What follows belongs to an exercise in optimizing a design on an open flow for small area and a short achievable clock period; a production flow would make more cautious choices.
Where RTL was checked, it was by simulation tests only, not by an equivalence proof against the original.
Only the layout flow was run in runs 3 and 4; the RTL was not checked for function there.
Power figures rest on the tool's default switching activity, not on a simulated workload.

==> flow/design.v <==
module mem_unit_hs #(
    parameter int word_size   = 8,
    parameter int addr_size   = 8,
    parameter int wait_states = 2
) (
    input  logic                 clk,
    input  logic                 rst,
    input  logic                 req,
    input  logic                 write,
    input  logic [addr_size-1:0] address,
    input  logic [word_size-1:0] data_in,
    output logic [word_size-1:0] data_out,
    output logic                 ready,
    output logic                 busy,
    output logic                 err
);
    localparam int nw = 2**addr_size;
    localparam int ng = 8;             
    localparam int gw = nw / ng;       
    logic p1, p2, wr3, wr3n, rd3, idle;
    logic wr_q;
    logic [15:0] lo_q, hi_q;
    logic [word_size-1:0] data_q;
    logic [word_size-1:0] mem [nw];
    logic acc;
    assign acc = idle && req;
    assign err = 1'b0;
    always_ff @(posedge clk or posedge rst)
        if (rst) begin
            p1    <= 1'b0;
            p2    <= 1'b0;
            wr3   <= 1'b0;
            wr3n  <= 1'b1;
            rd3   <= 1'b0;
            busy  <= 1'b0;
            idle  <= 1'b1;
            ready <= 1'b0;
        end else begin
            p1    <= acc;
            p2    <= p1;
            wr3   <= p2 && wr_q;
            wr3n  <= !(p2 && wr_q);
            rd3   <= p2 && !wr_q;
            busy  <= acc || p1 || p2;
            idle  <= !(acc || p1 || p2);
            ready <= wr3 || rd3;
        end
    always_ff @(posedge clk)
        if (idle) begin
            wr_q   <= write;
            data_q <= data_in;
            for (int k = 0; k < 16; k++) begin
                lo_q[k] <= address[3:0] == 4'(k);
                hi_q[k] <= address[7:4] == 4'(k);
            end
        end
    logic [nw-1:0] sel, we, hold;
    always_comb
        for (int i = 0; i < nw; i++) begin
            sel[i]  = hi_q[i/16] && lo_q[i%16];
            we[i]   = sel[i] && wr3;
            hold[i] = !sel[i] || wr3n;
        end
    always_ff @(posedge clk)
        for (int i = 0; i < nw; i++)
            mem[i] <= (mem[i] & {word_size{hold[i]}}) | (data_q & {word_size{we[i]}});
    logic [word_size-1:0] part [ng];
    logic [word_size-1:0] part_q [ng];
    always_comb
        for (int g = 0; g < ng; g++) begin
            part[g] = '0;
            for (int w = 0; w < gw; w++)
                part[g] = part[g] | (mem[g*gw+w] & {word_size{sel[g*gw+w]}});
        end
    always_ff @(posedge clk)
        for (int g = 0; g < ng; g++) part_q[g] <= part[g];
    logic [word_size-1:0] rd;
    always_comb begin
        rd = '0;
        for (int g = 0; g < ng; g++) rd = rd | part_q[g];
    end
    always_ff @(posedge clk or posedge rst)
        if (rst) data_out <= '0;
        else if (rd3) data_out <= rd;
endmodule
==> flow/run.sh <==
#!/bin/bash
# synth_recipe.tcl (not shown) runs the flow's synth.tcl, then flattens the netlist and writes it again
# the make line also repeats each setting of config.mk as NAME=value (left out here)
make -C /OpenROAD-flow-scripts/flow DESIGN_CONFIG=/design/flow/config.mk WORK_HOME=/design/flow/orfs CLKGATE_MAP_FILE= SYNTH_SCRIPT=/design/flow/synth_recipe.tcl finish
==> flow/config.mk <==
export PLATFORM = sky130hd
export DESIGN_NAME = mem_unit_hs
export DESIGN_NICKNAME = mem_unit_hs
export VERILOG_FILES = /design/flow/design.v
export SDC_FILE = /design/flow/constraint.sdc
export NUM_CORES = 4
export LEC_CHECK = 0
export CAP_MARGIN = 20
export CORE_MARGIN = 2
export CORE_UTILIZATION = 70
export CTS_BUF_LIST = sky130_fd_sc_hd__clkbuf_4 sky130_fd_sc_hd__clkbuf_8 sky130_fd_sc_hd__clkbuf_16
export CTS_CLUSTER_DIAMETER = 80
export CTS_CLUSTER_SIZE = 30
export SETUP_SLACK_MARGIN = 1.9
export SLEW_MARGIN = 20
==> flow/constraint.sdc <==
create_clock -name core_clock -period 4.0 [get_ports {clk}]
set_input_delay 0.8000 -clock core_clock [delete_from_list [all_inputs] [get_ports {clk}]]
set_output_delay 0.8000 -clock core_clock [all_outputs]
set_load 0.01 [all_outputs]
==> run summary, run 1 <==
run status finished clean; final core utilization 75.13%; Worst R2R End mem[13][7]; Worst R2R Path Depth 4; Max clock buf depth 3; FF-to-FF Start wr3; DP HPWL 174600 um; share of layout cells above drive strength 1 9.393%; post-DR wirelength/cell 31.83 um; minimum clock period 2257 ps; Syn Inst Count 8011; cts bufs inserted 83; maximum achievable frequency 443.0 MHz; crit-path cells buf_8, nand2_4, buf_16, o21ai_0; post-synthesis mux area share 0%; synthesized area per cell 9.938 um^2; # port buffers 29; Hold WC Path Type flop to flop; Seq/Total Area, Yosys 55.16%; global-route wire length before repair 414400 um; DR vias 68220; # nets final 7610; CTS tree yes; leakage power 33.97 nW; DR DRC count 0; Crit. Startpoint wr3; Die ar. 116400 um^2; Worst EP required 4650 ps; max-cap violation count 0; WL final 290500 um; library cells used by synthesis 34; initial core utilization 70.67%; Total Routing Usage GR 47.55%; FF+latch count, synth 2169; leading area contributor after synthesis dfxtp_1; WP depth 4; Clock transition at path regs 120 ps; CP Launch Type flop; die height 341.2 um; slowest CP cell dfrtp_4; post-synthesis adder-cell area fraction 0%; Synth Flop Type dfxtp_1; commonest non-fill, non-tap cell in the layout dfxtp_1; r2r setup slk 1740 ps; synth warn 4; Worst Clk Skew 35.53 ps; Core ar. 112700 um^2; cell area power density 838.6 nW/um^2; setup TNS 0 ps; vias in the first global route 61190; final setup vio count 0; crit path max fanout 79; compound-gate portion of the synthesized area 30.71%; RSZ-0062 raised after global routing true; Critical Path End Type flop; Final Max Slew Viols 0; row count 123; VDD IR max 0.0005678 V; clock sinks 2169; htree depth 3; crit-path leading delay family flip-flops; CTS root buffer clkbuf_16; Post-synth ARST share 0.7377%; initial antenna violation count 16; synthesized cell area 79620 um^2; Synth Area in XOR/XNOR 0%; Post-synth EDFFs 41; largest cells by area after synthesis dfxtp_1 53%, a22o_1 17%, nand2_1 6.5%, o21ai_0 3.9%, a221oi_1 3.7%; Yosys top cell area share 53.11%; kind of critical path flop to flop; initial DRC count 11730; final hold vios 0; Horiz. Die Dim 341.2 um; Largest stage delay, worst path 620 ps; vias per cell 7.475; I/O pin total 31; largest family of logic cells by synthesized area compound AO/OA/AOI/OAI gates; Synth Area in Simple Gates 9.145%; RD Place Congestion 0.9777; CP bufs+invs 2; syn nets 8031; layout overhead on the synthesized area 6.305%; DRT antenna net count 0; Worst-Skew Late Latency 760 ps; total grt overflow 0; final worst-path cycle share 56.43%; worst slew pin tran 1291 ps; Critical Path Sink mem[13][7]; pin count of the biggest net entering global routing 107; 1st-pass router iterations 13; relative max-transition margin 13.13%; WP data arrival 2900 ps; CTS Hold Bufs 0; most frequent cells in the layout 2112 x dfxtp_1, 1536 x a22o_1, 1359 x nand2_1
## cell families (layout without fill, tap and decap cells)
family / count (synthesis) / in the layout
compound gates: 3264 / 3264
buf+inv: 832 / 430
flops: 2169 / 2169
other cells: 1 / 16
simple gates: 1745 / 1748
## power by group
group | leakage, nW | switching [W] | internal, W
Clock | 1.20 | 0.00669 | 0.00428
Combinational | 14.6 | 0.0123 | 0.00994
Sequential | 18.1 | 0.00646 | 0.0313
## Yosys cell counts (10+ instances only)
cell type / count
nor2_1: 26
or2_1: 17
buf_2: 269
a22oi_1: 168
dfxtp_1: 2112
buf_6: 63
buf_1: 25
dfrtp_1: 14
edfxtp_1: 41
a22o_1: 1536
o21ai_1: 399
o21ai_0: 625
a31oi_1: 64
nor3_1: 12
a222oi_1: 64
nor4_1: 18
a221oi_1: 334
a211o_1: 56
o31ai_1: 16
or2_2: 96
and2_1: 17
buf_4: 10
nand2_1: 1381
clkbuf_1: 455
nand2b_1: 24
nand3_1: 80
and3_1: 64
## how the worst min path moves through the flow
| stage | start | endpoint | slack [ps] | cells past startpoint |
|---|---|---|---|---|
| final | p1 | p2 | 390 | 0 |
| after global routing | p1 | p2 | 410 | 0 |
| after CTS | p1 | p2 | 410 | 0 |
| after detailed placement | p1 | p2 | 370 | 0 |
| after global placement | p1 | p2 | 350 | 0 |
| after floorplan | p1 | p2 | 350 | 0 |
## repair_timing
action,4_1_cts,5_1_grt
buffers inserted,73,21
pin swaps,8,28
cloned,3,7
gates resized for setup,150,157
endpoints found under the setup margin,1983,748
## flip-flops by register name, summed over array words and instances (netlist names)
register / count
mem: 2048
part_q: 64
hi_q: 16
lo_q: 16
data_out: 8
data_q: 8
busy: 1
idle: 1
p1: 1
p2: 1
rd3: 1
ready: 1
wr3: 1
wr3n: 1
wr_q: 1
## stage by stage
stage | hold slack (ps) | setup slack [ps] | std cells | instance area [um^2] | total power [W]
after floorplan | 348.0 | 2334 | 8011 | 79620 | 0.05011
after global placement | 354.2 | 1294 | 8901 | 79740 | 0.05654
after detailed placement | 373.1 | 1239 | 8901 | 79750 | 0.05742
after CTS | 405.5 | 1790 | 9084 | 83500 | 0.06872
after global routing | 407.5 | 1707 | 9112 | 84600 | 0.07358
final | 394.6 | 1743 | 9127 | 84630 | 0.07097
## routing by layer
metal	global-route usage (%)	wire length, um
met1	63.19	104400
met2	66.12	117200
met3	16.79	45550
met4	29.42	23110
met5	0	280
## area by class of cell
cell class                      count  area, um^2
Tap cell                         1500        1877
Timing Repair Buffer              313        3541
Multi-Input combinational cell   5013       32790
Inverter                           10       37.54
Clock inverter                      6       76.32
Clock buffer                      101        2347
Fill cell                        8000       28020
Sequential cell                  2169       43930
Antenna cell                       15       37.54
==> run 2, diff against run 1 <==
==> flow/config.mk (replaced) <==
export PLATFORM = sky130hd
export DESIGN_NAME = mem_unit_hs
export DESIGN_NICKNAME = mem_unit_hs
export VERILOG_FILES = /design/flow/design.v
export SDC_FILE = /design/flow/constraint.sdc
export NUM_CORES = 4
export LEC_CHECK = 0
export ABC_CLOCK_PERIOD_IN_PS = 2000
export CAP_MARGIN = 20
export CORE_MARGIN = 2
export CORE_UTILIZATION = 70
export SETUP_SLACK_MARGIN = 1.9
export SLEW_MARGIN = 20
==> run 2 against run 1 <==
  * Still clean on timing, DRC and antenna
  * Synthesized area did not move
  * Setup slack got worse by 31 ps
  * Clock-buffer cell count rose by 189
  * Maximum frequency fell by 1.4%
  * Critical path type is now flop to output port
  * Largest cell class unchanged
  * Largest power group unchanged
  * Highest routed layer unchanged
==> run summary, run 2 <==
run status finished clean; FF+latch count, synth 2169 (unchanged); clock sinks 2169 (unchanged); Core ar. 112700 um^2 (unchanged); pre-CTS worst setup slack 1239 ps (unchanged); final worst-path cycle share 57.22% (+0.78 points); post-DR wirelength/cell 31.78 um (-0.17%); Critical Path End Type output port; WP data arrival 1490 ps (-1410 ps); # nets final 7735 (+1.6%); max reg flops 2048 (unchanged); worst slew pin tran 1390 ps (+98.39 ps); Largest stage delay, worst path 490 ps (-130 ps); Total Routing Usage GR 48.69% (+1.1 points); syn nets 8031 (unchanged); DR DRC count 0 (unchanged); max-cap violation count 0 (unchanged); relative max-transition margin 6.511% (-6.6 points); final hold vios 0 (unchanged); Largest regs mem x2048, part_q x64; Syn Inst Count 8011 (unchanged); # port buffers 29 (unchanged); I/O pin total 31 (unchanged); total grt overflow 0 (unchanged); minimum clock period 2289 ps (+31.34 ps); Hold WC Path Type flop to flop; most frequent cells in the layout 2112 x dfxtp_1, 1536 x a22o_1, 1351 x nand2_1; initial DRC count 11670 (-0.55%); synthesized cell area 79620 um^2 (unchanged); cts bufs inserted 202 (+140%); final setup vio count 0 (unchanged); die height 341.2 um (unchanged); initial core utilization 70.67% (unchanged); DP HPWL 174600 um (unchanged); RSZ-0062 raised after global routing true; layout overhead on the synthesized area 12.50%; CTS root buffer clkbuf_16; synthesized area per cell 9.938 um^2 (unchanged); crit-path cells buf_6; slowest CP cell dfrtp_2; vias in the first global route 63570 (+3.9%); Post-synth ARST share 0.7377% (unchanged); Die ar. 116400 um^2 (unchanged); CTS Hold Bufs 0 (unchanged); Worst Clk Skew 34.89 ps (-0.6418 ps); Final Max Slew Viols 0 (unchanged); top cells by count, synth 2112 x dfxtp_1, 1536 x a22o_1, 1381 x nand2_1; CP Launch Type flop; global-route wire length before repair 424600 um (+2.5%); cell area power density 908.6 nW/um^2 (+8.4%); 1st-pass router iterations 7 (-6); maximum achievable frequency 436.9 MHz (-1.4%); DRT antenna net count 0 (unchanged); CTS tree yes; WL final 298900 um (+2.9%); vias per cell 7.435 (-0.53%); Yosys top cell area share 53.11% (unchanged); Seq/Total Area, Yosys 55.16% (unchanged); CP bufs+invs 1 (-1); leading area contributor after synthesis dfxtp_1; share of layout cells above drive strength 1 12.41% (+3.0 points); Max clock buf depth 3 (unchanged); pin count of the biggest net entering global routing 107 (unchanged); RD Place Congestion 0.9777 (unchanged); leakage power 36.37 nW (+7.1%); library cells used by synthesis 34 (unchanged); most frequent cell after synthesis dfxtp_1; PnR worst setup slack 1711 ps (-31.34 ps); crit-path leading delay family flip-flops; setup TNS 0 ps (unchanged); Worst EP required 3200 ps (-1450 ps); initial antenna violation count 26 (+10); Post-synth EDFFs 41 (unchanged); largest reg by FF count mem; synth warn 4 (unchanged); Synth Flop Type dfxtp_1; VDD IR max 0.0005632 V (-0.80%); row count 123 (unchanged); DR vias 69930 (+2.5%); htree depth 4 (+1); crit path max fanout 2 (-97%); kind of critical path flop to output port; largest cells by area after synthesis dfxtp_1 53%, a22o_1 17%, nand2_1 6.5%, o21ai_0 3.9%, a221oi_1 3.7%; Horiz. Die Dim 341.2 um (unchanged); Clock transition at path regs 70 ps (-50 ps); Worst-Skew Late Latency 860 ps (+100 ps); commonest non-fill, non-tap cell in the layout dfxtp_1
run 2: timing repair:
action                                   CTS  global route
endpoints found under the setup margin  1985           844
cloned                                     3             9
setup buffers                             69            29
resized for setup                        156           178
pin swaps                                  8            24
run 2: final timing paths:
| check | from | to | slack, ps | depth (start not counted) |
|---|---|---|---|---|
| hold / removal | p1 | p2 | 380 | 0 |
| max in group asynchronous | rst | wr3 | 2770 | 2 |
| setup / recovery | data_out[0] | data_out[0] | 1710 | 1 |
| min in group asynchronous | rst | wr3 | 490 | 2 |
| hold reg to reg | p1 | p2 | 380 | 0 |
| setup reg to reg | wr3 | mem[16][0] | 1720 | 3 |
run 2: kinds of logic after synthesis:
kind of cell           count (synthesis)  share of synthesized area [%]
AO/OA/AOI/OAI                       3264                          30.71
buffers and inverters                832                          4.987
flip-flops                          2169                          55.16
other                                  1                       0.004710
AND/OR/NAND/NOR                     1745                          9.145
run 2: final cells by class:
class                   count  area, um^2
clock inverters            82        1221
multi-input cells        5011       32930
repair buffers            321        3541
inverters                  10       37.54
clock buffers             290        5973
diodes                     22       55.05
fillers                  7131       23090
well taps                1500        1877
flip-flops and latches   2169       43930
run 2: routing by layer:
metal	global-route usage [%]	wire, um	vias up
li1	-	-	29350
met4	31.26	24060	16
met5	0.5310	134	-
met1	63.73	106400	33550
met2	67.82	121200	5606
met3	17.74	47030	1402
run 2: per-stage QoR:
step / total power, W / std cells / util (%) / hold slack (ps) / cell area (um^2)
floorplan: 0.05011 / 8011 / - / 348.0 / 79620
CTS: 0.07874 / 9345 / 78.28 / 382.3 / 88180
global placement: 0.05654 / 8901 / 70.79 / 354.2 / 79740
global route: 0.08398 / 9387 / 79.47 / 399.8 / 89520
detailed placement: 0.05742 / 8901 / 70.79 / 373.1 / 79750
finish: 0.08138 / 9405 / 79.51 / 375.5 / 89570
run 2: where the power goes:
group          switching, W  internal, W  leakage, nW  total (W)
Combinational        0.0126       0.0100         14.7     0.0226
Sequential          0.00660       0.0314         18.1     0.0380
Clock               0.00855       0.0123         3.54     0.0208
==> run 3, diff against run 2 <==
--- a/flow/design.v
+++ b/flow/design.v
@@ -17,50 +17,50 @@
     localparam int nw = 2**addr_size;
     localparam int ng = 8;             
     localparam int gw = nw / ng;       
-    logic p1, p2, wr3, wr3n, rd3, idle;
+    logic p1, p2, wr3, rd3;
     logic wr_q;
-    logic [15:0] lo_q, hi_q;
+    logic [addr_size-1:0] addr_q;
     logic [word_size-1:0] data_q;
     logic [word_size-1:0] mem [nw];
     logic acc;
-    assign acc = idle && req;
+    assign acc = !busy && req;
     assign err = 1'b0;
     always_ff @(posedge clk or posedge rst)
         if (rst) begin
             p1    <= 1'b0;
             p2    <= 1'b0;
             wr3   <= 1'b0;
-            wr3n  <= 1'b1;
             rd3   <= 1'b0;
             busy  <= 1'b0;
-            idle  <= 1'b1;
             ready <= 1'b0;
         end else begin
             p1    <= acc;
             p2    <= p1;
             wr3   <= p2 && wr_q;
-            wr3n  <= !(p2 && wr_q);
             rd3   <= p2 && !wr_q;
             busy  <= acc || p1 || p2;
-            idle  <= !(acc || p1 || p2);
             ready <= wr3 || rd3;
         end
     always_ff @(posedge clk)
-        if (idle) begin
+        if (!busy) begin
             wr_q   <= write;
+            addr_q <= address;
             data_q <= data_in;
-            for (int k = 0; k < 16; k++) begin
-                lo_q[k] <= address[3:0] == 4'(k);
-                hi_q[k] <= address[7:4] == 4'(k);
-            end
         end
+    logic [15:0] lo, hi, hw;
     logic [nw-1:0] sel, we, hold;
-    always_comb
+    always_comb begin
+        for (int k = 0; k < 16; k++) begin
+            lo[k] = addr_q[3:0] == 4'(k);
+            hi[k] = addr_q[7:4] == 4'(k);
+            hw[k] = hi[k] && wr3;
+        end
         for (int i = 0; i < nw; i++) begin
-            sel[i]  = hi_q[i/16] && lo_q[i%16];
-            we[i]   = sel[i] && wr3;
-            hold[i] = !sel[i] || wr3n;
+            sel[i]  = hi[i/16] && lo[i%16];
+            we[i]   = hw[i/16] && lo[i%16];
+            hold[i] = !we[i];
         end
+    end
     always_ff @(posedge clk)
         for (int i = 0; i < nw; i++)
             mem[i] <= (mem[i] & {word_size{hold[i]}}) | (data_q & {word_size{we[i]}});
--- a/flow/config.mk
+++ b/flow/config.mk
@@ -5,9 +5,7 @@
 export SDC_FILE = /design/flow/constraint.sdc
 export NUM_CORES = 4
 export LEC_CHECK = 0
-export ABC_CLOCK_PERIOD_IN_PS = 2000
 export CAP_MARGIN = 20
 export CORE_MARGIN = 2
 export CORE_UTILIZATION = 70
-export SETUP_SLACK_MARGIN = 1.9
 export SLEW_MARGIN = 20
==> run 3 against run 2 <==
  * Synthesized area is 2.2% higher
  * Clock skew shrank 1.2 ps
  * Flip-flop and latch count down 26
  * Maximum frequency shrank 30%
  * Routed wire length fell by 29%
  * Largest power group unchanged
  * Clock-buffer cell count grew 14
  * Non-clock buffer count is 89 higher
  * Sequential power fell by 31%
==> run summary, run 3 <==
run status finished clean; crit-path leading delay family simple AND/OR/NAND/NOR gates; PostCTS Resize Cnt 0 (-100%); most frequent cell after synthesis edfxtp_1; r2r setup slk 750 ps (-970 ps); synth warn 4 (unchanged); Clock transition at path regs 60 ps (about the same); Largest stage delay, worst path 660 ps (+170 ps); # nets final 4874 (-37%); Worst R2R Path Depth 6 (+3); maximum achievable frequency 307.9 MHz (-30%); largest cells by area after synthesis edfxtp_1 76%, mux2i_1 5.7%, a22oi_1 2.0%, mux4_2 1.8%, o22ai_1 1.6%; max-cap violation count 0 (unchanged); minimum clock period 3248 ps (+958.9 ps); 1st-pass router iterations 5 (-2); CP Launch Type flop; GRT met2 Usage 55.03% (-13 points); CTS Hold Bufs 0 (unchanged); total grt overflow 0 (unchanged); Yosys top cell area share 76.22% (+23 points); CTS tree yes; initial antenna violation count 10 (-62%); Die ar. 119000 um^2 (+2.2%); vias in the first global route 44400 (-30%); slowest CP cell edfxtp_1; DRT antenna net count 0 (unchanged); synthesized cell area 81360 um^2 (+2.2%); cell area power density 560.6 nW/um^2 (-38%); Crit. Startpoint addr_q[0]; Final Max Slew Viols 0 (unchanged); top cells by count, synth 2065 x edfxtp_1, 460 x mux2i_1, 304 x nor2_1; row count 125 (+1.6%); RD Place Congestion 0.9172 (-6.2%); # port buffers 29 (unchanged); area post-placement 85450 um^2 (+7.1%); VDD IR max 0.0006404 V (+14%); hold depth 0 (unchanged); final worst-path cycle share 81.19% (+24 points); crit-path cells buf_12, and2_2, buf_4, a221o_1, nor3_1, o221ai_1; DR DRC count 0 (unchanged); cts bufs inserted 202 (unchanged); Seq/Total Area, Yosys 78.22% (+23 points); final hold vios 0 (unchanged); I/O pin total 31 (unchanged); Total Routing Usage GR 36.22% (-12 points); cell area after layout 91920 um^2 (+2.6%); Hold WC Path Type flop to flop; RSZ-0062 raised after global routing false; Post-synth EDFFs 2065 (+4900%); met3 usage 8.135% (-9.6 points); syn nets 4558 (-43%); final setup vio count 0 (unchanged); layout overhead on the synthesized area 12.98%; initial DRC count 6515 (-44%); Horiz. Die Dim 344.9 um (+1.1%); Syn Inst Count 4538 (-43%); WL final 212900 um (-29%); die height 344.9 um (+1.1%); pin count of the biggest net entering global routing 168 (+57%); worst hold start p1; FF+latch count, synth 2143 (-1.2%); leakage power 30.43 nW (-16%); most frequent cells in the layout 2065 x edfxtp_1, 460 x mux2i_1, 339 x buf_4; Setup Buffers After CTS 0 (-100%); kind of critical path flop to flop; clock sinks 2143 (-1.2%); commonest non-fill, non-tap cell in the layout edfxtp_1; library cells used by synthesis 77 (+130%); Max clock buf depth 3 (unchanged); Critical Path End Type flop; worst slew pin tran 1165 ps (-224.7 ps); Worst Clk Skew 33.70 ps (-1.195 ps); Post-synth ARST share 0.6533% (-0.084 points); CTS root buffer clkbuf_16; relative max-transition margin 21.63% (+15 points); FF-to-FF Start addr_q[0]; Worst EP required 4610 ps (+1410 ps); Core ar. 115700 um^2 (+2.7%); busiest grt layer met2; hold_ws 387.6 ps (+12.06 ps); initial core utilization 70.30% (-0.38 points); synthesized area per cell 17.93 um^2 (+80%); grt met1 use 51.58% (-12 points); Worst R2R End part_q[4][5]; post-DR wirelength/cell 32.45 um (+2.1%); vias per cell 6.945 (-6.6%); CP bufs+invs 2 (+1); leading area contributor after synthesis edfxtp_1; FILL cells 6157 (-14%); Worst-Skew Late Latency 800 ps (-60 ps); Synth Flop Type edfxtp_1; DP HPWL 132400 um (-24%); global-route wire length before repair 305500 um (-28%); crit path max fanout 37 (+35); DR vias 45560 (-35%); Hold Path Sink p2; setup TNS 0 ps (unchanged); share of layout cells above drive strength 1 16.32% (+3.9 points); WP data arrival 3860 ps (+2370 ps); htree depth 4 (unchanged)
run 3: routing by layer:
metal	vias up	share of wire, %
li1	19120	-
met1	22910	37
met2	3053	46
met3	475	12
met4	4	4.7
met5	-	0.013
run 3: worst max path at each step:
stage / end / depth (start not counted)
6_report: part_q[4][5] / 6
2_1_floorplan: flop / 0
3_5_place_dp: part_q[1][6] / 7
3_3_place_gp: part_q[4][5] / 6
5_1_grt: part_q[4][5] / 6
4_1_cts: part_q[1][6] / 7
run 3: where the power goes:
| part | switching [W] | total, W | internal (W) |
|---|---|---|---|
| clock network | 0.00790 | 0.0185 | 0.0106 |
| registers | 0.000381 | 0.0261 | 0.0257 |
| logic | 0.00474 | 0.00691 | 0.00218 |
run 3: cell type report:
type / count / area (um^2) / area share, %
Clock buffer: 304 / 5819 / 6.331
Sequential cell: 2143 / 63640 / 69.23
Timing Repair Buffer: 410 / 3684 / 4.007
Clock inverter: 78 / 618.1 / 0.6724
Inverter: 6 / 22.52 / 0.02450
Multi-Input combinational cell: 2091 / 16220 / 17.64
Antenna cell: 4 / 10.01 / 0.01089
Tap cell: 1524 / 1907 / 2.074
run 3: worst register-to-register path, cell delays in order, from the launching register on:
cell,delay [ps]
edfxtp_1,660
buf_12,310
and2_2,440
buf_4,390
a221o_1,380
nor3_1,590
o221ai_1,300
run 3: stage by stage:
step                setup slack, ps  cells  utilization [%]  power, W
floorplan                    -45.73   4538                -   0.03054
finish                        752.4   6560            79.42   0.05153
global placement              913.9   6173            73.83   0.03318
CTS                           808.3   6555            79.39   0.05144
global route                  694.9   6556            79.41   0.05275
detailed placement            868.6   6173            73.83   0.03332
run 3: logic make-up (layout without fill, tap and decap cells):
group | count (synthesis) | after routing | synth area share, %
buffers and inverters | 304 | 798 | 2.021
AOI/OAI and AO/OA | 881 | 881 | 8.005
other | 1 | 5 | 0.004609
DFF | 2143 | 2143 | 78.22
muxes | 576 | 576 | 8.165
and+or+nand+nor | 633 | 633 | 3.583
==> run 4, diff against run 3 <==
--- a/flow/design.v
+++ b/flow/design.v
@@ -15,8 +15,6 @@
     output logic                 err
 );
     localparam int nw = 2**addr_size;
-    localparam int ng = 8;             
-    localparam int gw = nw / ng;       
     logic p1, p2, wr3, rd3;
     logic wr_q;
     logic [addr_size-1:0] addr_q;
@@ -47,37 +45,22 @@
             addr_q <= address;
             data_q <= data_in;
         end
-    logic [15:0] lo, hi, hw;
-    logic [nw-1:0] sel, we, hold;
+    logic [15:0] lo, hi;
+    logic [nw-1:0] sel;
     always_comb begin
         for (int k = 0; k < 16; k++) begin
             lo[k] = addr_q[3:0] == 4'(k);
             hi[k] = addr_q[7:4] == 4'(k);
-            hw[k] = hi[k] && wr3;
         end
-        for (int i = 0; i < nw; i++) begin
-            sel[i]  = hi[i/16] && lo[i%16];
-            we[i]   = hw[i/16] && lo[i%16];
-            hold[i] = !we[i];
-        end
+        for (int i = 0; i < nw; i++) sel[i] = hi[i/16] && lo[i%16];
     end
     always_ff @(posedge clk)
         for (int i = 0; i < nw; i++)
-            mem[i] <= (mem[i] & {word_size{hold[i]}}) | (data_q & {word_size{we[i]}});
-    logic [word_size-1:0] part [ng];
-    logic [word_size-1:0] part_q [ng];
-    always_comb
-        for (int g = 0; g < ng; g++) begin
-            part[g] = '0;
-            for (int w = 0; w < gw; w++)
-                part[g] = part[g] | (mem[g*gw+w] & {word_size{sel[g*gw+w]}});
-        end
-    always_ff @(posedge clk)
-        for (int g = 0; g < ng; g++) part_q[g] <= part[g];
+            if (wr3 && sel[i]) mem[i] <= data_q;
     logic [word_size-1:0] rd;
     always_comb begin
         rd = '0;
-        for (int g = 0; g < ng; g++) rd = rd | part_q[g];
+        for (int i = 0; i < nw; i++) rd = rd | (mem[i] & {word_size{sel[i]}});
     end
     always_ff @(posedge clk or posedge rst)
         if (rst) data_out <= '0;
--- a/flow/config.mk
+++ b/flow/config.mk
@@ -7,5 +7,5 @@
 export LEC_CHECK = 0
 export CAP_MARGIN = 20
 export CORE_MARGIN = 2
-export CORE_UTILIZATION = 70
+export CORE_UTILIZATION = 40
 export SLEW_MARGIN = 20
==> run 4 against run 3 <==
  * The layout now fails its checks (setup timing)
  * First-iteration DRC count grew to 2.6 times the previous value
  * Sequential power is 3% lower
  * Clock-buffer cell count shrank 24
  * Register-to-register slack lost 1000 ps
  * Worst hold slack got worse by 57 ps
  * Largest power group unchanged
  * Design area up 7.2%
  * Synthesized cell count is 2.8% higher
  * Cell count grew 31%
  * Global-route usage increased by 20 points
  * Combinational power up 12%
  * Synthesized area shrank 3.4%
==> run summary, run 4 <==
Worst EP required 4790 ps (+180 ps); Seq/Total Area, Yosys 79.32% (+1.1 points); max-cap violation count 0 (unchanged); DP HPWL 403800 um (+200%); post-synthesis mux area share 0.01432% (-8.2 points); leading area contributor after synthesis edfxtp_1; library cells used by synthesis 63 (-18%); total grt overflow 0 (unchanged); cts bufs inserted 220 (+8.9%); Clock transition at path regs 60 ps (about the same); initial core utilization 40.28% (-30 points); top cells by count, synth 2065 x edfxtp_1, 471 x a22oi_1, 311 x nor2_1; initial antenna violation count 103 (+93); final worst-path cycle share 106.7% (+25 points); Violated Checks setup timing; Synth Area in XOR/XNOR 0% (unchanged); kind of critical path flop to flop; # nets final 5700 (+17%); minimum clock period 4267 ps (+1019 ps); pin count of the biggest net entering global routing 123 (-27%); Non-Filler Instances 8565 (+31%); Worst-Skew Late Latency 920 ps (+120 ps); DRT antenna net count 0 (unchanged); WL final 564600 um (+170%); DR DRC count 0 (unchanged); maximum achievable frequency 234.4 MHz (-24%); Die ar. 200100 um^2 (+68%); die height 447.3 um (+30%); share of layout cells above drive strength 1 25.96% (+9.6 points); layout overhead on the synthesized area 25.32%; max reg flops 2048; largest cells by area after synthesis edfxtp_1 79%, a22oi_1 4.5%, a32oi_1 2.6%, and3_1 1.5%, nor2_1 1.5%; final core utilization 50.47% (-29 points); Power Internal 0.03740 W (-2.9%); run status complete, but fails checks; logic gate share of total power 14.6% (+1.2 points); initial DRC count 16960 (+160%); synthesized area per cell 16.85 um^2 (-6.0%); htree depth 4 (unchanged); global-route wire length before repair 687600 um (+130%); switching power of the nets 0.01547 W (+19%); RSZ-0062 raised after global routing true; FF+latch count, synth 2079 (-3.0%); PnR worst setup slack -266.9 ps (-1019 ps); row count 162 (+30%); Post-synth ARST share 0.6734% (+0.020 points); final hold vios 0 (unchanged); largest family of logic cells by synthesized area compound AO/OA/AOI/OAI gates; vias per cell 7.756 (+12%); largest reg by FF count mem; CTS tree yes; CP Launch Type flop; Synth Flop Type edfxtp_1; FILL cells 16450 (+170%); most frequent cells in the layout 2065 x edfxtp_1, 935 x buf_4, 468 x a22oi_1; commonest non-fill, non-tap cell in the layout edfxtp_1; cell area power density 536.6 nW/um^2 (-4.3%); pre-CTS worst setup slack -571.8 ps (-1440 ps); DR vias 66430 (+46%); Synth Area in Simple Gates 7.797% (+4.2 points); Yosys top cell area share 78.87% (+2.7 points); WP data arrival 5050 ps (+1190 ps); # port buffers 29 (unchanged); post-DR wirelength/cell 65.92 um (+100%); crit path max fanout 29 (-22%); sw frac 29.26% (+4.0 points); I/O pin total 31 (unchanged); Post-synth EDFFs 2065 (unchanged); compound-gate portion of the synthesized area 10.81% (+2.8 points); clock network power share 37.6% (+1.7 points); CTS root buffer clkbuf_16; VDD IR max 0.0004629 V (-28%); most frequent cell after synthesis edfxtp_1; Horiz. Die Dim 447.3 um (+30%); worst slew pin tran 1313 ps (+147.8 ps); hold_ws 330.4 ps (-57.16 ps); vias in the first global route 56470 (+27%); Critical Path End Type flop; syn nets 4687 (+2.8%); 1st-pass router iterations 9 (+4); Hold WC Path Type input pin to asynchronous set/reset pin; Reg power frac 47.8% (-2.9 points); placed insts 8069 (+31%); final setup vio count 7 (+7); leakage power 32.56 nW (+7.0%); Worst Clk Skew 52.43 ps (+18.73 ps); clock sinks 2079 (-3.0%); Max clock buf depth 3 (unchanged); Final Max Slew Viols 0 (unchanged); Total Routing Usage GR 55.73% (+20 points); Core ar. 195200 um^2 (+69%); Syn Inst Count 4667 (+2.8%); synthesized cell area 78620 um^2 (-3.4%); RD Place Congestion 1.121 (+22%); synth warn 2 (-2); post-synthesis adder-cell area fraction 0% (unchanged); relative max-transition margin 12.50% (-9.1 points)
==> run 4: final timing paths <==
path / end / slack (ps) / cells after the start / start
worst max register to register: data_out[7] / -270 / 11 / addr_q[7]
max in group asynchronous: wr3 / 3250 / 3 / rst
worst max-delay path: data_out[7] / -270 / 11 / addr_q[7]
worst min register to register: p2 / 380 / 0 / p1
min in group core_clock: p2 / 380 / 0 / p1
worst min-delay path: data_out[3] / 330 / 3 / rst
==> run 4: metal layers <==
layer	GRT usage (%)	routed length, um
met5	1.783	755
met4	45.71	60320
met3	33.13	105100
met2	71.82	213600
met1	65.63	184800
==> run 4: logic make-up after synthesis <==
| group | count (synthesis) |
|---|---|
| flip-flops | 2079 |
| AND/OR/NAND/NOR | 1138 |
| AO/OA/AOI/OAI | 1097 |
| buffers and inverters | 351 |
| multiplexers | 1 |
| other | 1 |
==> run 4: layout make-up <==
type	count	area (um^2)	area share, %
well taps	2624	3283	3.332
clock buffers	280	5824	5.912
diodes	79	197.7	0.2007
clock inverters	124	827.0	0.8394
multi-input cells	2237	15300	15.53
flip-flops and latches	2079	62360	63.30
inverters	2	7.507	0.007620
repair buffers	1140	10720	10.88
==> run 4: power by group through the flow <==
| stage | combinational (W) | sequential (W) | clock [W] |
|---|---|---|---|
| 2_1_floorplan | 0.00159 | 0.0264 | 0 |
| 3_3_place_gp | 0.00692 | 0.0258 | 0 |
| 3_5_place_dp | 0.00697 | 0.0257 | 0 |
| 4_1_cts | 0.00701 | 0.0253 | 0.0196 |
| 5_1_grt | 0.00722 | 0.0252 | 0.0204 |
| 6_report | 0.00771 | 0.0253 | 0.0199 |
==> run 4: critical path: stages, from the launching register on <==
cell and delay (ps):
edfxtp_1 400, buf_12 240, nand4bb_4 440, buf_4 290, nor2_1 280, a22oi_1 610, nand3_1 170, nor4_2 720
buf_4 250, nand4_1 160, buf_4 220, o32a_1 340
==> run 4: metrics by stage <==
stage | TNS [ps] | total power, W | instance area, um^2
after CTS | 0 | 0.05188 | 98170
final | -1123 | 0.05286 | 98520
after detailed placement | -2466 | 0.03270 | 91330
after global placement | -7451 | 0.03268 | 91170
after global routing | -88.45 | 0.05288 | 98350
after floorplan | -93650 | 0.02795 | 78620
==> run 4: repair_timing <==
item / CTS / global route
buffers inserted: 2 / 8
setup endpoints to repair: 7 / 7
hold buffers: 0 / 0
pin swaps: 3 / 4
resized for setup: 29 / 11
==> run 5, diff against run 4 <==
==> flow/design.v (replaced) <==
module mem_unit_hs_row #(
    parameter int word_size = 8
) (
    input  logic                 clk,
    input  logic                 rsel,     
    input  logic                 wseln,    
    input  logic                 wkeep,    
    input  logic [15:0]          lo,       
    input  logic [15:0]          lon,      
    input  logic [word_size-1:0] d,
    output logic [word_size-1:0] rd
);
    logic [word_size-1:0] mem [16];
    logic [15:0] we, hold;
    always_comb
        for (int k = 0; k < 16; k++) begin
            we[k]   = !(wseln || lon[k]);
            hold[k] = !(wkeep && lo[k]);
        end
    always_ff @(posedge clk)
        for (int k = 0; k < 16; k++)
            mem[k] <= (mem[k] & {word_size{hold[k]}}) | (d & {word_size{we[k]}});
    logic [word_size-1:0] sum;
    always_comb begin
        sum = '0;
        for (int k = 0; k < 16; k++) sum = sum | (mem[k] & {word_size{lo[k]}});
    end
    assign rd = sum & {word_size{rsel}};
endmodule
module mem_unit_hs #(
    parameter int word_size   = 8,
    parameter int addr_size   = 8,
    parameter int wait_states = 2
) (
    input  logic                 clk,
    input  logic                 rst,
    input  logic                 req,
    input  logic                 write,
    input  logic [addr_size-1:0] address,
    input  logic [word_size-1:0] data_in,
    output logic [word_size-1:0] data_out,
    output logic                 ready,
    output logic                 busy,
    output logic                 err
);
    localparam int ng = 8;             
    logic p1, p2, p3, wr3, rd3, idle;
    logic wr_q;
    logic [15:0] lo_q, hi_q;
    logic [word_size-1:0] data_q;
    logic acc;
    assign acc = idle && req;
    assign err = 1'b0;
    always_ff @(posedge clk or posedge rst)
        if (rst) begin
            p1    <= 1'b0;
            p2    <= 1'b0;
            wr3   <= 1'b0;
            p3    <= 1'b0;
            rd3   <= 1'b0;
            busy  <= 1'b0;
            idle  <= 1'b1;
            ready <= 1'b0;
        end else begin
            p1    <= acc;
            p2    <= p1;
            wr3   <= p2 && wr_q;
            p3    <= p2;
            rd3   <= p2 && !wr_q;
            busy  <= acc || p1 || p2;
            idle  <= !(acc || p1 || p2);
            ready <= wr3 || rd3;
        end
    always_ff @(posedge clk)
        if (idle) begin
            wr_q   <= write;
            data_q <= data_in;
            for (int k = 0; k < 16; k++) begin
                lo_q[k] <= address[3:0] == 4'(k);
                hi_q[k] <= address[7:4] == 4'(k);
            end
        end
    logic [word_size-1:0] row_rd [16];
    for (genvar j = 0; j < 16; j++) begin : g_row
        mem_unit_hs_row #(.word_size(word_size)) u_row (
            .clk  (clk),
            .rsel (hi_q[j]),
            .wseln(!(hi_q[j] && wr3)),
            .wkeep(hi_q[j] && p3 && wr_q),
            .lo   (lo_q),
            .lon  (~lo_q),
            .d    (data_q),
            .rd   (row_rd[j])
        );
    end
    logic [word_size-1:0] part [ng];
    logic [word_size-1:0] part_q [ng];
    always_comb
        for (int g = 0; g < ng; g++) begin
            part[g] = '0;
            for (int j = 0; j < 16/ng; j++) part[g] = part[g] | row_rd[g*(16/ng)+j];
        end
    always_ff @(posedge clk)
        for (int g = 0; g < ng; g++) part_q[g] <= part[g];
    logic [word_size-1:0] rd;
    always_comb begin
        rd = '0;
        for (int g = 0; g < ng; g++) rd = rd | part_q[g];
    end
    always_ff @(posedge clk or posedge rst)
        if (rst) data_out <= '0;
        else if (rd3) data_out <= rd;
endmodule
--- a/flow/config.mk
+++ b/flow/config.mk
@@ -5,7 +5,11 @@
 export SDC_FILE = /design/flow/constraint.sdc
 export NUM_CORES = 4
 export LEC_CHECK = 0
-export CAP_MARGIN = 20
+export CAP_MARGIN = 30
 export CORE_MARGIN = 2
-export CORE_UTILIZATION = 40
+export CORE_UTILIZATION = 80
+export CTS_BUF_LIST = sky130_fd_sc_hd__clkbuf_4 sky130_fd_sc_hd__clkbuf_8 sky130_fd_sc_hd__clkbuf_16
+export CTS_CLUSTER_DIAMETER = 80
+export CTS_CLUSTER_SIZE = 30
+export SETUP_SLACK_MARGIN = 1.9
 export SLEW_MARGIN = 20
==> run 5 against run 4 <==
  * Now clean on timing, DRC and antenna
  * Clock-buffer cell count shrank 175
  * First-iteration DRC count shrank 34%
  * Synthesized area grew 1.2%
  * Worst hold slack gained 84 ps
  * Non-clock buffer count shrank 898
  * Clock skew shrank 15 ps
  * Die area shrank 49%
  * Cell count shrank 11%
  * Flip-flop and latch count grew 90
  * Maximum frequency grew 80%
  * Global-route usage shrank 12 points
  * Combinational power grew to 3.2 times the previous value
  * Critical endpoint is now part_q[7][4]
  * Largest power group unchanged
==> run summary, run 5 <==
minimum clock period 2366 ps (-1901 ps); RSZ-0062 raised after global routing true; DRT antenna net count 0 (unchanged); Core ar. 98420 um^2 (-50%); Worst Clk Skew 37.31 ps (-15.12 ps); FF-to-FF Start lo_q[8]; clock sinks 2169 (+4.3%); grt met1 use 60.59% (-5.0 points); syn nets 6748 (+44%); total grt overflow 0 (unchanged); commonest non-fill, non-tap cell in the layout a22o_1; worst slew pin tran 1026 ps (-286.1 ps); post-synthesis adder-cell area fraction 0% (unchanged); max reg flops 2048 (unchanged); post-synthesis mux area share 0% (-0.014 points); die height 319.3 um (-29%); Synth Area in Simple Gates 4.768% (-3.0 points); CTS root buffer clkbuf_16; Horiz. Die Dim 319.3 um (-29%); vias in the first global route 56980 (+0.89%); # nets final 6263 (+9.9%); cell area power density 864.3 nW/um^2 (+61%); pre-CTS worst setup slack 1412 ps (+1984 ps); DP HPWL 126800 um (-69%); leakage power 35.33 nW (+8.5%); placed insts 7319 (-9.3%); Clock transition at path regs 120 ps (+60 ps); Crit. Startpoint lo_q[8]; DR vias 63810 (-3.9%); Final Max Slew Viols 0 (unchanged); final worst-path cycle share 59.14% (-48 points); library cells used by synthesis 29 (-54%); post-DR wirelength/cell 33.05 um (-50%); synth warn 8 (+6); met3 usage 12.82% (-20 points); global-route wire length before repair 352100 um (-49%); synthesized cell area 79530 um^2 (+1.2%); setup TNS 0 ps (+1123 ps); initial antenna violation count 18 (-83%); WP data arrival 2950 ps (-2100 ps); WL final 251300 um (-55%); # port buffers 29 (unchanged); leading area contributor after synthesis dfxtp_1; busiest grt layer met2; worst hold start p1; Hold WC Path Type flop to flop; Die ar. 101900 um^2 (-49%); CP Launch Type flop; Post-synth ARST share 0.7377% (+0.064 points); Tot Pwr 0.07307 W (+38%); final hold vios 0 (unchanged); most frequent cells in the layout 2615 x a22o_1, 2112 x dfxtp_1, 277 x a221oi_1; Largest regs g_row.u_row.mem x2048, part_q x64; initial DRC count 11180 (-34%); layout overhead on the synthesized area 6.301%; FF+latch count, synth 2169 (+4.3%); synthesized area per cell 11.82 um^2 (-30%); relative max-transition margin 30.94% (+18 points); DR DRC count 0 (unchanged); largest family of logic cells by synthesized area compound AO/OA/AOI/OAI gates; Post-synth EDFFs 41 (-98%); Synth Area in XOR/XNOR 0% (unchanged); top cells by count, synth 2624 x a22o_1, 2112 x dfxtp_1, 512 x a221oi_1; most frequent cell after synthesis a22o_1; VDD IR max 0.0007072 V (+53%); run status finished clean; kind of critical path flop to flop; initial core utilization 80.81% (+41 points); compound-gate portion of the synthesized area 34.60% (+24 points); max-cap violation count 0 (unchanged); vias per cell 8.392 (+8.2%); Max clock buf depth 3 (unchanged); Worst EP required 4590 ps (-200 ps); pin count of the biggest net entering global routing 154 (+25%); Yosys top cell area share 53.16% (-26 points); largest cells by area after synthesis dfxtp_1 53%, a22o_1 29%, a221oi_1 5.6%, edfxtp_1 1.5%, buf_4 1.5%; Synth Flop Type dfxtp_1; hold_ws 414.6 ps (+84.18 ps); row count 115 (-29%); share of layout cells above drive strength 1 12.11% (-14 points); Non-Filler Instances 7604 (-11%); crit path max fanout 119 (+310%); Worst-Skew Late Latency 720 ps (-200 ps); Syn Inst Count 6728 (+44%); RD Place Congestion 0.8909 (-21%); final setup vio count 0 (-7); CTS tree yes; Seq/Total Area, Yosys 55.22% (-24 points); Critical Path End Type flop; PnR worst setup slack 1634 ps (+1901 ps); cts bufs inserted 82 (-63%); 1st-pass router iterations 8 (-1); largest reg by FF count g_row.u_row.mem; maximum achievable frequency 422.7 MHz (+80%); GRT met2 Usage 63.71% (-8.1 points); I/O pin total 31 (unchanged); htree depth 3 (-1); Total Routing Usage GR 43.91% (-12 points)
run 5: power by group:
part	total (W)	switching (W)	internal, W	leakage, nW
clock network	0.0107	0.00657	0.00414	1.17
logic	0.0247	0.0126	0.0121	16.0
registers	0.0376	0.00636	0.0313	18.2
total	0.0731	0.0255	0.0475	35.3
run 5: through the flow:
step / utilization, % / cell area, um^2
3_3_place_gp: 79.50 / 78250
4_1_cts: 83.82 / 82490
6_report: 85.90 / 84540
5_1_grt: 85.81 / 84460
2_1_floorplan: - / 79530
3_5_place_dp: 79.50 / 78250
run 5: final timing paths:
path / end / slack, ps / depth (start not counted)
worst max-delay path: part_q[7][4] / 1630 / 5
worst max register to register: part_q[7][4] / 1630 / 5
worst min-delay path: p2 / 410 / 0
max in group asynchronous: wr3 / 3010 / 2
min in group asynchronous: p1 / 480 / 2
worst min register to register: p2 / 410 / 0
run 5: kinds of logic after synthesis:
| logic type | Yosys count |
|---|---|
| flops | 2169 |
| simple gates | 601 |
| buf+inv | 813 |
| other cells | 1 |
| compound gates | 3144 |
run 5: timing repair:
action,CTS,global route
setup endpoints to repair,2085,793
pin swaps,42,70
buffers inserted,51,26
gates resized for setup,206,243
hold buffers,0,0
cloned,20,26
run 5: worst max-delay path, stage by stage (launching register included):
cell and delay (ps):
edfxtp_1 520, buf_12 260, a22o_1 350, a221oi_1 360, nand4_1 220, a22o_1 330
run 5: layout make-up:
class	count	area, um^2
multi-input cells	3746	33050
clock inverters	2	38.79
flip-flops and latches	2169	43920
diodes	51	127.6
repair buffers	242	3482
fillers	4824	13880
well taps	1287	1610
inverters	2	7.507
clock buffers	105	2312
run 5: per-layer routing:
| layer | vias up | routed length, um | share of wire (%) |
|---|---|---|---|
| li1 | 26080 | - | - |
| met1 | 31280 | 92010 | 37 |
| met3 | 1014 | 38160 | 15 |
| met2 | 5422 | 106400 | 42 |
| met4 | 16 | 14570 | 5.8 |
| met5 | - | 208 | 0.083 |
==> run 6, diff against run 5 <==
--- a/flow/config.mk
+++ b/flow/config.mk
@@ -7,7 +7,7 @@
 export LEC_CHECK = 0
 export CAP_MARGIN = 30
 export CORE_MARGIN = 2
-export CORE_UTILIZATION = 80
+export CORE_UTILIZATION = 85
 export CTS_BUF_LIST = sky130_fd_sc_hd__clkbuf_4 sky130_fd_sc_hd__clkbuf_8 sky130_fd_sc_hd__clkbuf_16
 export CTS_CLUSTER_DIAMETER = 80
 export CTS_CLUSTER_SIZE = 30
==> run 6 against run 5 <==
  * Maximum frequency up 0.98%
  * First-iteration DRC count up 8.3%
  * Largest cell class unchanged
  * Setup slack better by 23 ps
  * Non-clock buffer count down 19
  * Clock skew up 2.1 ps
  * Synthesized cell count unchanged
  * Still clean on timing, DRC and antenna
  * Clock-buffer cell count up 4
  * Critical endpoint is now g_row[11].u_row.mem[11][7]
  * Routed wire length down 1.4%
  * Flip-flop and latch count unchanged
  * Synthesized area unchanged
  * Critical path depth down 2
==> run summary, run 6 <==
FILL cells 3902 (-19%); crit path max fanout 153 (+29%); post-synthesis adder-cell area fraction 0% (unchanged); leakage power 34.83 nW (-1.4%); DP HPWL 133800 um (+5.5%); minimum clock period 2343 ps (-22.97 ps); maximum achievable frequency 426.9 MHz (+0.98%); Die ar. 96030 um^2 (-5.8%); Total Routing Usage GR 45.60% (+1.7 points); most frequent cell after synthesis a22o_1; cts bufs inserted 82 (unchanged); synthesized cell area 79530 um^2 (unchanged); WP data arrival 2980 ps (+30 ps); share of layout cells above drive strength 1 11.55% (-0.56 points); I/O pin total 31 (unchanged); largest family of logic cells by synthesized area compound AO/OA/AOI/OAI gates; initial DRC count 12100 (+8.3%); Max clock buf depth 3 (unchanged); initial antenna violation count 13 (-5); CTS Hold Bufs 0 (unchanged); Final Max Slew Viols 0 (unchanged); Synth Area in Simple Gates 4.768% (unchanged); Worst-Skew Late Latency 740 ps (+20 ps); DR vias 64660 (+1.3%); DRT antenna net count 0 (unchanged); largest cells by area after synthesis dfxtp_1 53%, a22o_1 29%, a221oi_1 5.6%, edfxtp_1 1.5%, buf_4 1.5%; Hold WC Path Type flop to flop; Post-synth EDFFs 41 (unchanged); 1st-pass router iterations 14 (+6); worst slew pin tran 1207 ps (+180.8 ps); synthesized area per cell 11.82 um^2 (unchanged); Yosys top cell area share 53.16% (unchanged); leading area contributor after synthesis dfxtp_1; pin count of the biggest net entering global routing 154 (unchanged); DR DRC count 0 (unchanged); VDD IR max 0.0008389 V (+19%); compound-gate portion of the synthesized area 34.60% (unchanged); CP Launch Type flop; vias in the first global route 56690 (-0.51%); WL final 247800 um (-1.4%); FF+latch count, synth 2169 (unchanged); Syn Inst Count 6728 (unchanged); Multi-input gate area 32740 um^2 (-0.93%); final worst-path cycle share 58.56% (-0.57 points); synth warn 8 (unchanged); total grt overflow 0 (unchanged); RSZ-0062 raised after global routing true; syn nets 6748 (unchanged); Horiz. Die Dim 309.9 um (-2.9%); Post-synth ARST share 0.7377% (unchanged); clock sinks 2169 (unchanged); largest reg by FF count g_row.u_row.mem; vias per cell 8.582 (+2.3%); cell area power density 870.2 nW/um^2 (+0.69%); Reg area 43930 um^2 (about the same); Worst Clk Skew 39.44 ps (+2.135 ps); CTS tree yes; layout overhead on the synthesized area 4.855%; post-synthesis mux area share 0% (unchanged); top cells by count, synth 2624 x a22o_1, 2112 x dfxtp_1, 512 x a221oi_1; final hold vios 0 (unchanged); die height 309.9 um (-2.9%); final setup vio count 0 (unchanged); post-DR wirelength/cell 32.89 um (-0.48%); kind of critical path flop to flop; Seq/Total Area, Yosys 55.22% (unchanged); max-cap violation count 0 (unchanged); Largest regs g_row.u_row.mem x2048, part_q x64; # nets final 6244 (-0.30%); CTS root buffer clkbuf_16; Synth Flop Type dfxtp_1; commonest non-fill, non-tap cell in the layout a22o_1; library cells used by synthesis 29 (unchanged); Clock transition at path regs 120 ps (about the same); max reg flops 2048 (unchanged); global-route wire length before repair 344500 um (-2.1%); Synth Area in XOR/XNOR 0% (unchanged); Core ar. 93050 um^2 (-5.5%); Worst EP required 4640 ps (+50 ps); setup TNS 0 ps (unchanged); relative max-transition margin 18.77% (-12 points); initial core utilization 85.47% (+4.7 points); RD Place Congestion 0.9430 (+5.8%); row count 112 (-2.6%); # port buffers 29 (unchanged); hold_ws 418.7 ps (+4.106 ps); run status finished clean; htree depth 3 (unchanged); most frequent cells in the layout 2623 x a22o_1, 2112 x dfxtp_1, 329 x a221oi_1; Critical Path End Type flop
==> run 6: cell counts after synthesis <==
No cell type changed its count.
==> run 6: final timing paths <==
path	from	to	slack [ps]	cells past startpoint
max	lo_q[11]	g_row[11].u_row.mem[11][7]	1660	3
min	p1	p2	420	0
max reg2reg	lo_q[11]	g_row[11].u_row.mem[11][7]	1660	3
min reg2reg	p1	p2	420	0
max in group asynchronous	rst	p3	2970	2
min in group asynchronous	rst	p2	490	2
==> run 6: what timing repair did <==
item                                     CTS  global route
pin swaps                                  6            30
buffers inserted                          39            22
endpoints found under the setup margin  2087          1116
resized for setup                        184           209
cloned                                     2             9
==> run 6: cell families after synthesis <==
logic type,count (synthesis)
other cells,1
compound gates,3144
simple gates,601
buf+inv,813
flops,2169
==> run 6: layout make-up <==
class / instances / share of cell area [%]
Sequential cell: 2169 / 52.67
Multi-Input combinational cell: 3746 / 39.26
Timing Repair Buffer: 223 / 3.199
Clock buffer: 109 / 2.851
Tap cell: 1254 / 1.881
Antenna cell: 30 / 0.09002
Clock inverter: 1 / 0.03601
Inverter: 2 / 0.009002
==> run 6: worst max-delay path: stages (launching register included) <==
cell and delay [ps]:
edfxtp_1 490, buf_12 550, nand2_1 560, a22o_1 390
==> run 6: per-stage QoR <==
stage	cell area (um^2)	std cells	setup slack, ps	utilization (%)	power, W
final	83390	7534	1657	89.62	0.07257
after global routing	83320	7507	1694	89.55	0.07446
after CTS	81870	7470	1809	87.99	0.06898
after floorplan	79530	6728	2478	-	0.05119
after global placement	78480	7317	1436	84.34	0.05633
after detailed placement	78510	7319	1315	84.37	0.05771
==> run 6: per-layer routing <==
| metal | track usage, % | share of wire (%) |
|---|---|---|
| met1 | 63.15 | 35 |
| met2 | 67.53 | 43 |
| met3 | 10.30 | 15 |
| met4 | 22.92 | 6.9 |
| met5 | 0.1011 | 0.044 |
==> run 6: power by group <==
part	switching [W]	internal, W	leakage (nW)	total, W
Combinational	0.0120	0.0116	15.5	0.0236
Sequential	0.00683	0.0313	18.1	0.0381
Clock	0.00662	0.00423	1.20	0.0109
==> run 7, diff against run 6 <==
--- a/flow/design.v
+++ b/flow/design.v
@@ -44,9 +44,11 @@
     output logic                 err
 );
     localparam int ng = 8;             
-    logic p1, p2, p3, wr3, rd3, idle;
+    logic p1, p2, p3, rd3, idle;
+    logic [15:0] wrow_n, wrow_k;
     logic wr_q;
-    logic [15:0] lo_q, hi_q;
+    logic [15:0] lo_q [4];             
+    logic [15:0] hi_q;
     logic [word_size-1:0] data_q;
     logic acc;
     assign acc = idle && req;
@@ -55,7 +57,8 @@
         if (rst) begin
             p1    <= 1'b0;
             p2    <= 1'b0;
-            wr3   <= 1'b0;
+            wrow_n <= '1;
+            wrow_k <= '0;
             p3    <= 1'b0;
             rd3   <= 1'b0;
             busy  <= 1'b0;
@@ -64,31 +67,42 @@
         end else begin
             p1    <= acc;
             p2    <= p1;
-            wr3   <= p2 && wr_q;
+            for (int j = 0; j < 16; j++) begin
+                wrow_n[j] <= !(hi_q[j] && p2 && wr_q);
+                wrow_k[j] <= hi_q[j] && p2 && wr_q;
+            end
             p3    <= p2;
             rd3   <= p2 && !wr_q;
             busy  <= acc || p1 || p2;
             idle  <= !(acc || p1 || p2);
-            ready <= wr3 || rd3;
+            ready <= p3;
         end
-    always_ff @(posedge clk)
-        if (idle) begin
-            wr_q   <= write;
-            data_q <= data_in;
-            for (int k = 0; k < 16; k++) begin
-                lo_q[k] <= address[3:0] == 4'(k);
-                hi_q[k] <= address[7:4] == 4'(k);
-            end
+    logic hold_in;
+    logic [15:0] lo_dec, hi_dec;
+    assign hold_in = p1 || p2 || p3;
+    always_comb
+        for (int k = 0; k < 16; k++) begin
+            lo_dec[k] = address[3:0] == 4'(k);
+            hi_dec[k] = address[7:4] == 4'(k);
         end
+    logic [15:0] lon_q;
+    always_ff @(posedge clk) begin
+        wr_q   <= (wr_q & hold_in) | (write & idle);
+        data_q <= (data_q & {word_size{hold_in}}) | (data_in & {word_size{idle}});
+        for (int c = 0; c < 4; c++)
+            lo_q[c] <= (lo_q[c] & {16{hold_in}}) | (lo_dec & {16{idle}});
+        lon_q  <= (lon_q & {16{hold_in}}) | (~lo_dec & {16{idle}});
+        hi_q   <= (hi_q & {16{hold_in}}) | (hi_dec & {16{idle}});
+    end
     logic [word_size-1:0] row_rd [16];
     for (genvar j = 0; j < 16; j++) begin : g_row
         mem_unit_hs_row #(.word_size(word_size)) u_row (
             .clk  (clk),
             .rsel (hi_q[j]),
-            .wseln(!(hi_q[j] && wr3)),
-            .wkeep(hi_q[j] && p3 && wr_q),
-            .lo   (lo_q),
-            .lon  (~lo_q),
+            .wseln(wrow_n[j]),
+            .wkeep(wrow_k[j]),
+            .lo   (lo_q[j/4]),
+            .lon  (lon_q),
             .d    (data_q),
             .rd   (row_rd[j])
         );
--- a/flow/config.mk
+++ b/flow/config.mk
@@ -7,7 +7,7 @@
 export LEC_CHECK = 0
 export CAP_MARGIN = 30
 export CORE_MARGIN = 2
-export CORE_UTILIZATION = 85
+export CORE_UTILIZATION = 80
 export CTS_BUF_LIST = sky130_fd_sc_hd__clkbuf_4 sky130_fd_sc_hd__clkbuf_8 sky130_fd_sc_hd__clkbuf_16
 export CTS_CLUSTER_DIAMETER = 80
 export CTS_CLUSTER_SIZE = 30
==> run 7 against run 6 <==
  * Critical path type is now flop to output port
  * Maximum frequency up 6.1%
  * Clock-buffer cell count increased by 3
  * Largest power group unchanged
  * Worst hold slack got worse by 22 ps
  * Power shrank 28%
  * Utilization down 6.1 points
  * Synthesized area increased by 0.85%
  * Cell count up 4.4%
  * Clock power about the same
==> run summary, run 7 <==
run status finished clean; r2r setup slk 1830 ps (+170 ps); Syn Inst Count 6909 (+2.7%); relative max-transition margin 35.28% (+17 points); sw frac 33.16% (-1.9 points); crit-path cells buf_6; DR DRC count 0 (unchanged); RD Place Congestion 0.9592 (+1.7%); setup TNS 0 ps (unchanged); final setup vio count 0 (unchanged); final worst-path cycle share 55.21% (-3.4 points); clock network power share 20.9% (+5.9 points); Worst Clk Skew 26.36 ps (-13.08 ps); I/O pin total 31 (unchanged); top cells by count, synth 2649 x a22o_1, 2217 x dfxtp_1, 512 x a221oi_1; row count 116 (+3.6%); Synth Flop Type dfxtp_1; logic gate share of total power 20.3% (-12 points); final core utilization 83.51% (-6.1 points); max-cap violation count 0 (unchanged); Clock transition at path regs 120 ps (about the same); slowest CP cell dfrtp_2; Largest stage delay, worst path 520 ps (-40 ps); largest reg by FF count g_row.u_row.mem; Worst EP required 3200 ps (-1440 ps); largest cells by area after synthesis dfxtp_1 55%, a22o_1 29%, a221oi_1 5.6%, clkbuf_1 1.6%, nand2_1 1.4%; final hold vios 0 (unchanged); CP Launch Type flop; WL final 242700 um (-2.0%); # nets final 6554 (+5.0%); CTS tree yes; share of layout cells above drive strength 1 4.970% (-6.6 points); cell area power density 630.8 nW/um^2 (-28%); Critical Path Sink data_out[0]; cts bufs inserted 85 (+3.7%); Final Max Slew Viols 0 (unchanged); DRT antenna net count 0 (unchanged); most frequent cells in the layout 2649 x a22o_1, 2180 x dfxtp_1, 507 x a221oi_1; Max clock buf depth 3 (unchanged); # port buffers 29 (unchanged); htree depth 3 (unchanged); Core ar. 99710 um^2 (+7.2%); Die ar. 102800 um^2 (+7.1%); syn nets 6929 (+2.7%); maximum achievable frequency 452.9 MHz (+6.1%); total grt overflow 0 (unchanged); max reg flops 2048 (unchanged); RSZ-0062 raised after global routing true; DR vias 63820 (-1.3%); synth warn 10 (+2); CTS root buffer clkbuf_16; Critical Path End Type output port; Yosys top cell area share 55.34% (+2.2 points); Total Routing Usage GR 45.61% (about the same); initial core utilization 80.44% (-5.0 points); Power Internal 0.03511 W (-26%); Crit. Startpoint data_out[0]; commonest non-fill, non-tap cell in the layout a22o_1; synthesized cell area 80210 um^2 (+0.85%); minimum clock period 2208 ps (-134.4 ps); pin count of the biggest net entering global routing 135 (-12%); die height 320.6 um (+3.5%); Worst R2R Path Depth 5 (+2); library cells used by synthesis 32 (+10%); vias per cell 8.110 (-5.5%); CTS Hold Bufs 0 (unchanged); Multi-input gate area 31610 um^2 (-3.5%); global-route wire length before repair 366900 um (+6.5%); crit path max fanout 2 (-99%); Horiz. Die Dim 320.6 um (+3.5%); WP depth 1 (-2); vias in the first global route 59860 (+5.6%); Worst-Skew Late Latency 730 ps (about the same); Post-synth ARST share 2.076% (+1.3 points); FF+latch count, synth 2264 (+4.4%); CP bufs+invs 1 (unchanged); initial antenna violation count 8 (-5); crit-path leading delay family flip-flops; FILL cells 5729 (+47%); Setup Buffers After CTS 0 (-100%); leading area contributor after synthesis dfxtp_1; Post-synth EDFFs 0 (-100%); FF-to-FF Start lo_q[3][8]; WP data arrival 1410 ps (-1570 ps); DP HPWL 150200 um (+12%); post-DR wirelength/cell 30.85 um (-6.2%); synthesized area per cell 11.61 um^2 (-1.8%); initial DRC count 9559 (-21%); Reg power frac 58.7% (+6.2 points); Largest regs g_row.u_row.mem x2048, lo_q x64, part_q x64; layout overhead on the synthesized area 3.820%; Hold WC Path Type flop to flop; switching power of the nets 0.01742 W (-31%); 1st-pass router iterations 6 (-8); leakage power 32.28 nW (-7.3%); most frequent cell after synthesis a22o_1; Reg area 45660 um^2 (+3.9%); worst slew pin tran 961.9 ps (-245.4 ps); Seq/Total Area, Yosys 56.83% (+1.6 points); Worst R2R End part_q[7][1]; kind of critical path flop to output port; clock sinks 2264 (+4.4%); VDD IR max 0.001299 V (+55%)
[run 7: layer usage]
metal  vias to the layer above  global-route usage [%]  wire length (um)
met1                     31190                   63.72             93440
met2                      4883                   64.96            101100
met3                       821                   12.88             35080
li1                      26910                       -                 -
met5                         -                       0                60
met4                        10                   22.82             13060
[run 7: power groups by stage]
| stage | sequential, W | clock, W | combinational (W) |
|---|---|---|---|
| 6_report | 0.0309 | 0.0110 | 0.0107 |
| 5_1_grt | 0.0311 | 0.0117 | 0.0110 |
| 4_1_cts | 0.0307 | 0.0109 | 0.00999 |
| 3_5_place_dp | 0.0310 | 0 | 0.00993 |
| 3_3_place_gp | 0.0314 | 0 | 0.00874 |
| 2_1_floorplan | 0.0285 | 0 | 0.00741 |
[run 7: cell families (layout without fill, tap and decap cells)]
group,after synthesis,in the layout,synth area share (%)
DFF,2264,2264,56.83
AOI/OAI and AO/OA,3249,3249,35.31
and+or+nand+nor,749,749,4.047
buffers and inverters,646,297,3.806
other,1,12,0.004675
[run 7: cell type report]
type                    count  area share, %
flip-flops and latches   2264          54.83
multi-input cells        3999          37.96
clock inverters             1        0.01953
repair buffers            164          2.236
inverters                  20        0.09016
clock buffers             112          2.882
well taps                1298          1.950
diodes                     11        0.03306
[run 7: metrics by stage]
stage / total power (W) / cells / instance area, um^2 / hold slack (ps) / setup WS [ps]
6_report: 0.05253 / 7869 / 83270 / 396.9 / 1792
5_1_grt: 0.05373 / 7858 / 83240 / 415.8 / 1790
4_1_cts: 0.05156 / 7852 / 83100 / 399.3 / 1796
3_5_place_dp: 0.04097 / 7739 / 80660 / 375.3 / 1372
3_3_place_gp: 0.04012 / 7722 / 80290 / 365.0 / 1370
2_1_floorplan: 0.03596 / 6909 / 80210 / 346.1 / 2112
[run 7: how the worst min path moves through the flow]
stage / startpoint / endpoint / slack (ps) / cells after the start
after floorplan: p3 / ready / 350 / 0
after global placement: p3 / ready / 360 / 0
after detailed placement: p3 / ready / 380 / 0
after CTS: p3 / ready / 400 / 0
after global routing: p3 / ready / 420 / 0
final: p3 / ready / 400 / 0
[run 7: what timing repair did]
| item | in CTS | in global routing |
|---|---|---|
| hold endpoints to repair | 0 | 0 |
| endpoints found under the setup margin | 29 | 22 |
| gates resized for setup | 66 | 11 |
| pin swaps | 0 | 1 |

-- static timing again, ports no longer ideal --
In the flow no input, the clock included, has a driving cell. The finished layouts below were timed again as built, in two steps. Step 1 (the two cells are an assumption about what drives the block):
set clk [get_ports {clk}]
set_driving_cell -lib_cell sky130_fd_sc_hd__clkbuf_16 $clk
set_driving_cell -lib_cell sky130_fd_sc_hd__buf_2 [delete_from_list [all_inputs] $clk]
Step 2 adds t to the input delays and takes it off the output delays; t is the mean of the earliest and latest rising clock arrival at the registers after step 1. Input paths then give back, and output paths get back, about the clock's delay inside the block. Three values: no drivers, after step 1, after step 2; two values: the first two.
run | t, ns | setup slack, ns | worst register clock-pin slew, ns | worst data-port slew with drivers (ns)
run 1 | 0.825 | 1.743 / 1.687 / 1.425 | 0.12 / 0.12 | 0.07
run 2 | 0.924 | 1.711 / 1.626 / 1.201 | 0.07 / 0.07 | 0.07
run 3 | 0.870 | 0.752 / 0.752 / 0.752 | 0.06 / 0.06 | 0.04
run 4 | 0.996 | -0.267 / -0.267 / -0.267 | 0.07 / 0.07 | 0.04
run 5 | 0.789 | 1.634 / 1.634 / 1.495 | 0.12 / 0.12 | 0.09
run 6 | 0.799 | 1.657 / 1.657 / 1.327 | 0.12 / 0.12 | 0.05
run 7 | 0.789 | 1.792 / 1.717 / 1.175 | 0.12 / 0.12 | 0.10
The setup slack of run 7, which loses most, moves by -0.075 ns with the drivers and by -0.617 ns with both steps.
